From an optimization exercise on the open Yosys and OpenROAD flow, aimed at small area and a short achievable clock period; shortcuts taken in it are not production practice. At most, simulation tests tie the RTL to the original design; equivalence was not proved. No activity file was given, so power comes from the tool's default toggle rates.

==> branch maple <==
Design two_class_age_ordered_queue, start of the top module:
module two_class_age_ordered_queue (
   input  logic        clock,
   input  logic        reset,
   input  logic        req_valid,
   output logic        req_ready,
   input  logic [1:0]  req_func,
   input  logic        req_kind,
   input  logic [15:0] req_tag,
   output logic        rsp_valid,
   input  logic        rsp_ready,
   output logic [1:0]  rsp_status,
   output logic        rsp_out_kind,
   output logic [15:0] rsp_out_tag
);
   tcaoq_pkg::lane_ctrl_type       first_ctrl;
   tcaoq_pkg::lane_ctrl_type       second_ctrl;
   tcaoq_pkg::lane_stat_type       first_stat;
   tcaoq_pkg::lane_stat_type       second_stat;
   tcaoq_pkg::entry_type           wr_entry;
   logic [tcaoq_pkg::SEQ_BITS-1:0] arrival_ff;
   logic [tcaoq_pkg::SEQ_BITS-1:0] arrival_in;
   logic [tcaoq_pkg::SEQ_BITS-1:0] seq_diff;
   logic                           first_older;
   logic                           accept;
   logic                           rsp_valid_ff;
   logic                           rsp_valid_in;
   tcaoq_pkg::status_type          status_ff;
   tcaoq_pkg::status_type          status_in;
   logic                           kind_ff;
   logic                           kind_in;
   logic [15:0]                    tag_ff;
   logic [15:0]                    tag_in;
   assign req_ready = !rsp_valid_ff || rsp_ready;
   assign accept        = req_valid && req_ready;
   assign wr_entry.tag = tcaoq_pkg::TAG_BITS'(req_tag);
   assign wr_entry.seq = arrival_ff;
   assign seq_diff    = first_stat.head.seq - second_stat.head.seq;
   assign first_older = (seq_diff == '0) || seq_diff[tcaoq_pkg::SEQ_BITS-1];
   always_comb begin
      first_ctrl  = '0;
      second_ctrl = '0;
      arrival_in  = arrival_ff;
      status_in   = tcaoq_pkg::STATUS_EMPTY;
      kind_in     = tcaoq_pkg::KIND_FIRST;
  ...
==> flow/config.mk <==
export PLATFORM = sky130hd
export DESIGN_NAME = two_class_age_ordered_queue
export DESIGN_NICKNAME = two_class_age_ordered_queue
export VERILOG_FILES = /design/flow/design.v
export SDC_FILE = /design/flow/constraint.sdc
export NUM_CORES = 4
export LEC_CHECK = 0
export CAP_MARGIN = 20
export CORE_MARGIN = 2
export CORE_UTILIZATION = 40
export SETUP_SLACK_MARGIN = 2.0
export SLEW_MARGIN = 20
==> flow/constraint.sdc <==
create_clock -name core_clock -period 4.5 [get_ports {clock}]
set_input_delay 0.9000 -clock core_clock [delete_from_list [all_inputs] [get_ports {clock}]]
set_output_delay 0.9000 -clock core_clock [all_outputs]
set_load 0.01 [all_outputs]
run.sh (not shown) runs the stock make flow with config.mk's settings and CLKGATE_MAP_FILE= SYNTH_SCRIPT=/design/flow/synth_recipe.tcl, a recipe that flattens the netlist after the stock synthesis.
==> branch xenon: changes against branch maple <==
--- a/flow/design.v
+++ b/flow/design.v
@@ -31,103 +31,80 @@
       entry_type head;
    } lane_stat_type;
 endpackage
 `timescale 1ns / 1ps
 module tcaoq_cell (
    input  logic                 clock,
    input  logic                 load,
+   input  logic                 shift,
    input  tcaoq_pkg::entry_type wr_entry,
+   input  tcaoq_pkg::entry_type next_entry,
    output tcaoq_pkg::entry_type entry
 );
    tcaoq_pkg::entry_type entry_ff;
-   always_ff @(posedge clock) begin
-      if (load) begin
-         entry_ff <= wr_entry;
-      end
+   tcaoq_pkg::entry_type entry_in;
+   always_comb begin
+      entry_in = entry_ff;
+      if (shift) begin
+         entry_in = next_entry;
+      end else if (load) begin
+         entry_in = wr_entry;
+      end
+   end
+   always_ff @(posedge clock) begin
+      entry_ff <= entry_in;
    end
    assign entry = entry_ff;
 endmodule
 `timescale 1ns / 1ps
 module tcaoq_lane (
    input  logic                     clock,
    input  logic                     reset,
    input  tcaoq_pkg::lane_ctrl_type ctrl,
    input  tcaoq_pkg::entry_type     wr_entry,
    output tcaoq_pkg::lane_stat_type stat
 );
    localparam int DEPTH    = tcaoq_pkg::DEPTH;
-   localparam int ROWS     = DEPTH - 1;
    localparam int CNT_BITS = tcaoq_pkg::CNT_BITS;
-   localparam int PTR_BITS = $clog2(ROWS);
    localparam int EW       = tcaoq_pkg::TAG_BITS + tcaoq_pkg::SEQ_BITS;
-   logic [CNT_BITS-1:0]  count_ff;
-   logic                 empty_ff;
-   logic                 one_ff;
-   logic                 full_ff;
-   logic [PTR_BITS-1:0]  rd_ptr_ff;
-   logic [PTR_BITS-1:0]  wr_ptr_ff;
-   tcaoq_pkg::entry_type head_ff;
-   tcaoq_pkg::entry_type next_head;
-   logic [ROWS-1:0]      rd_sel;
-   logic [ROWS*EW-1:0]   row_data;
-   for (genvar i = 0; i < ROWS; i++) begin : g_row
-      assign rd_sel[i] = (rd_ptr_ff == PTR_BITS'(i));
+   logic [CNT_BITS-1:0]    count_ff;
+   logic [CNT_BITS-1:0]    count_in;
+   logic [DEPTH*EW-1:0]    cell_data;
+   logic [DEPTH*EW-1:0]    neighbor_data;
+   assign neighbor_data = {cell_data[DEPTH*EW-1 -: EW], cell_data[DEPTH*EW-1:EW]};
+   for (genvar i = 0; i < DEPTH; i++) begin : g_cell
+      logic at_tail;
+      assign at_tail = (count_ff == CNT_BITS'(i));
       tcaoq_cell u_cell (
-         .clock    (clock),
-         .load     (!full_ff && (wr_ptr_ff == PTR_BITS'(i))),
-         .wr_entry (wr_entry),
-         .entry    (row_data[i*EW +: EW])
+         .clock      (clock),
+         .load       (ctrl.push && at_tail),
+         .shift      (ctrl.pop),
+         .wr_entry   (wr_entry),
+         .next_entry (neighbor_data[i*EW +: EW]),
+         .entry      (cell_data[i*EW +: EW])
       );
    end
    always_comb begin
-      next_head = '0;
-      for (int i = 0; i < ROWS; i++) begin
-         next_head = next_head | (row_data[i*EW +: EW] & {EW{rd_sel[i]}});
-      end
-   end
-   logic [PTR_BITS-1:0] rd_ptr_inc;
-   logic [PTR_BITS-1:0] wr_ptr_inc;
-   assign rd_ptr_inc = (rd_ptr_ff == PTR_BITS'(ROWS - 1)) ? PTR_BITS'(0) : rd_ptr_ff + PTR_BITS'(1);
-   assign wr_ptr_inc = (wr_ptr_ff == PTR_BITS'(ROWS - 1)) ? PTR_BITS'(0) : wr_ptr_ff + PTR_BITS'(1);
-   always_ff @(posedge clock) begin
-      if (empty_ff) begin
-         head_ff <= wr_entry;
+      count_in = count_ff;
+      if (ctrl.push) begin
+         count_in = count_ff + CNT_BITS'(1);
       end else if (ctrl.pop) begin
-         head_ff <= next_head;
+         count_in = count_ff - CNT_BITS'(1);
       end
    end
    always_ff @(posedge clock) begin
       if (reset) begin
-         count_ff  <= '0;
-         empty_ff  <= 1'b1;
-         one_ff    <= 1'b0;
-         full_ff   <= 1'b0;
-         rd_ptr_ff <= '0;
-         wr_ptr_ff <= '0;
-      end else if (ctrl.push) begin
-         count_ff <= count_ff + CNT_BITS'(1);
-         empty_ff <= 1'b0;
-         one_ff   <= empty_ff;
-         full_ff  <= (count_ff == CNT_BITS'(DEPTH - 1));
-         if (!empty_ff) begin
-            wr_ptr_ff <= wr_ptr_inc;
-         end
-      end else if (ctrl.pop) begin
-         count_ff <= count_ff - CNT_BITS'(1);
-         empty_ff <= one_ff;
-         one_ff   <= (count_ff == CNT_BITS'(2));
-         full_ff  <= 1'b0;
-         if (!one_ff) begin
-            rd_ptr_ff <= rd_ptr_inc;
-         end
-      end
-   end
-   assign stat.empty = empty_ff;
-   assign stat.full  = full_ff;
-   assign stat.head  = head_ff;
+         count_ff <= '0;
+      end else begin
+         count_ff <= count_in;
+      end
+   end
+   assign stat.empty = (count_ff == '0);
+   assign stat.full  = (count_ff == CNT_BITS'(DEPTH));
+   assign stat.head  = cell_data[EW-1:0];
 endmodule
 `timescale 1ns / 1ps
 module two_class_age_ordered_queue (
    input  logic        clock,
    input  logic        reset,
    input  logic        req_valid,
    output logic        req_ready,
@@ -237,15 +214,15 @@
          arrival_ff   <= tcaoq_pkg::SEQ_BITS'(1);
       end else begin
          rsp_valid_ff <= rsp_valid_in;
          arrival_ff   <= arrival_in;
       end
    end
    always_ff @(posedge clock) begin
-      if (req_ready) begin
+      if (accept) begin
          status_ff <= status_in;
          kind_ff   <= kind_in;
          tag_ff    <= tag_in;
       end
    end
    assign rsp_valid    = rsp_valid_ff;
    assign rsp_status   = status_ff;
Settings changed: SETUP_SLACK_MARGIN 2.0 to default.
==> notes <==
- Of branch xenon and branch maple, branch maple has the higher routed wire length (gap 48%, measured against branch maple).
- In branch xenon the count of clock-buffer cells in the layout is higher than in branch maple, by 9.
- In branch maple the register-to-register slack is better than in branch xenon, by 0.68 ns.
- The first-iteration DRC count of branch maple is 3.2 times that of branch xenon.
- Of branch xenon and branch maple, branch maple has the higher global-route usage (gap 18 points).
- Against branch xenon, the utilization of branch maple is higher by 5.3 points.
- Against branch xenon, the power of branch maple is lower by about 6%.
Only the layout flow was run in branch maple; the RTL was not checked for function there.

-- re-timing with driven ports --
How much do the figures lean on ideal ports? The routed layouts below were timed once more, with nothing changed but the port constraints. Step 1 sets driving cells, clkbuf_16 on the clock port and buf_2 on the other inputs (assumed; they add their load-dependent delay and slew). Step 2 adds t to the input delays and takes it off the output delays; t is the mean of the earliest and latest rising clock arrival at the registers after step 1. Input paths then give back, and output paths get back, about the clock's delay inside the block. a / b / c = no drivers / after step 1 / after step 2; a / b = the first two.
| run | t, ns | slack for setup (ns) | worst register clock-pin slew, ns | cell pins on the clock port's net |
|---|---|---|---|---|
| branch maple | 1.060 | 0.966 / 0.966 / 0.631 | 0.08 / 0.08 | 1 |
| branch xenon | 1.014 | 0.289 / 0.289 / 0.064 | 0.07 / 0.07 | 1 |
After both steps setup and hold are still met in every run listed. For branch maple, which loses most, drivers alone change the setup slack by 0.000 ns; drivers and shift together by -0.335 ns.
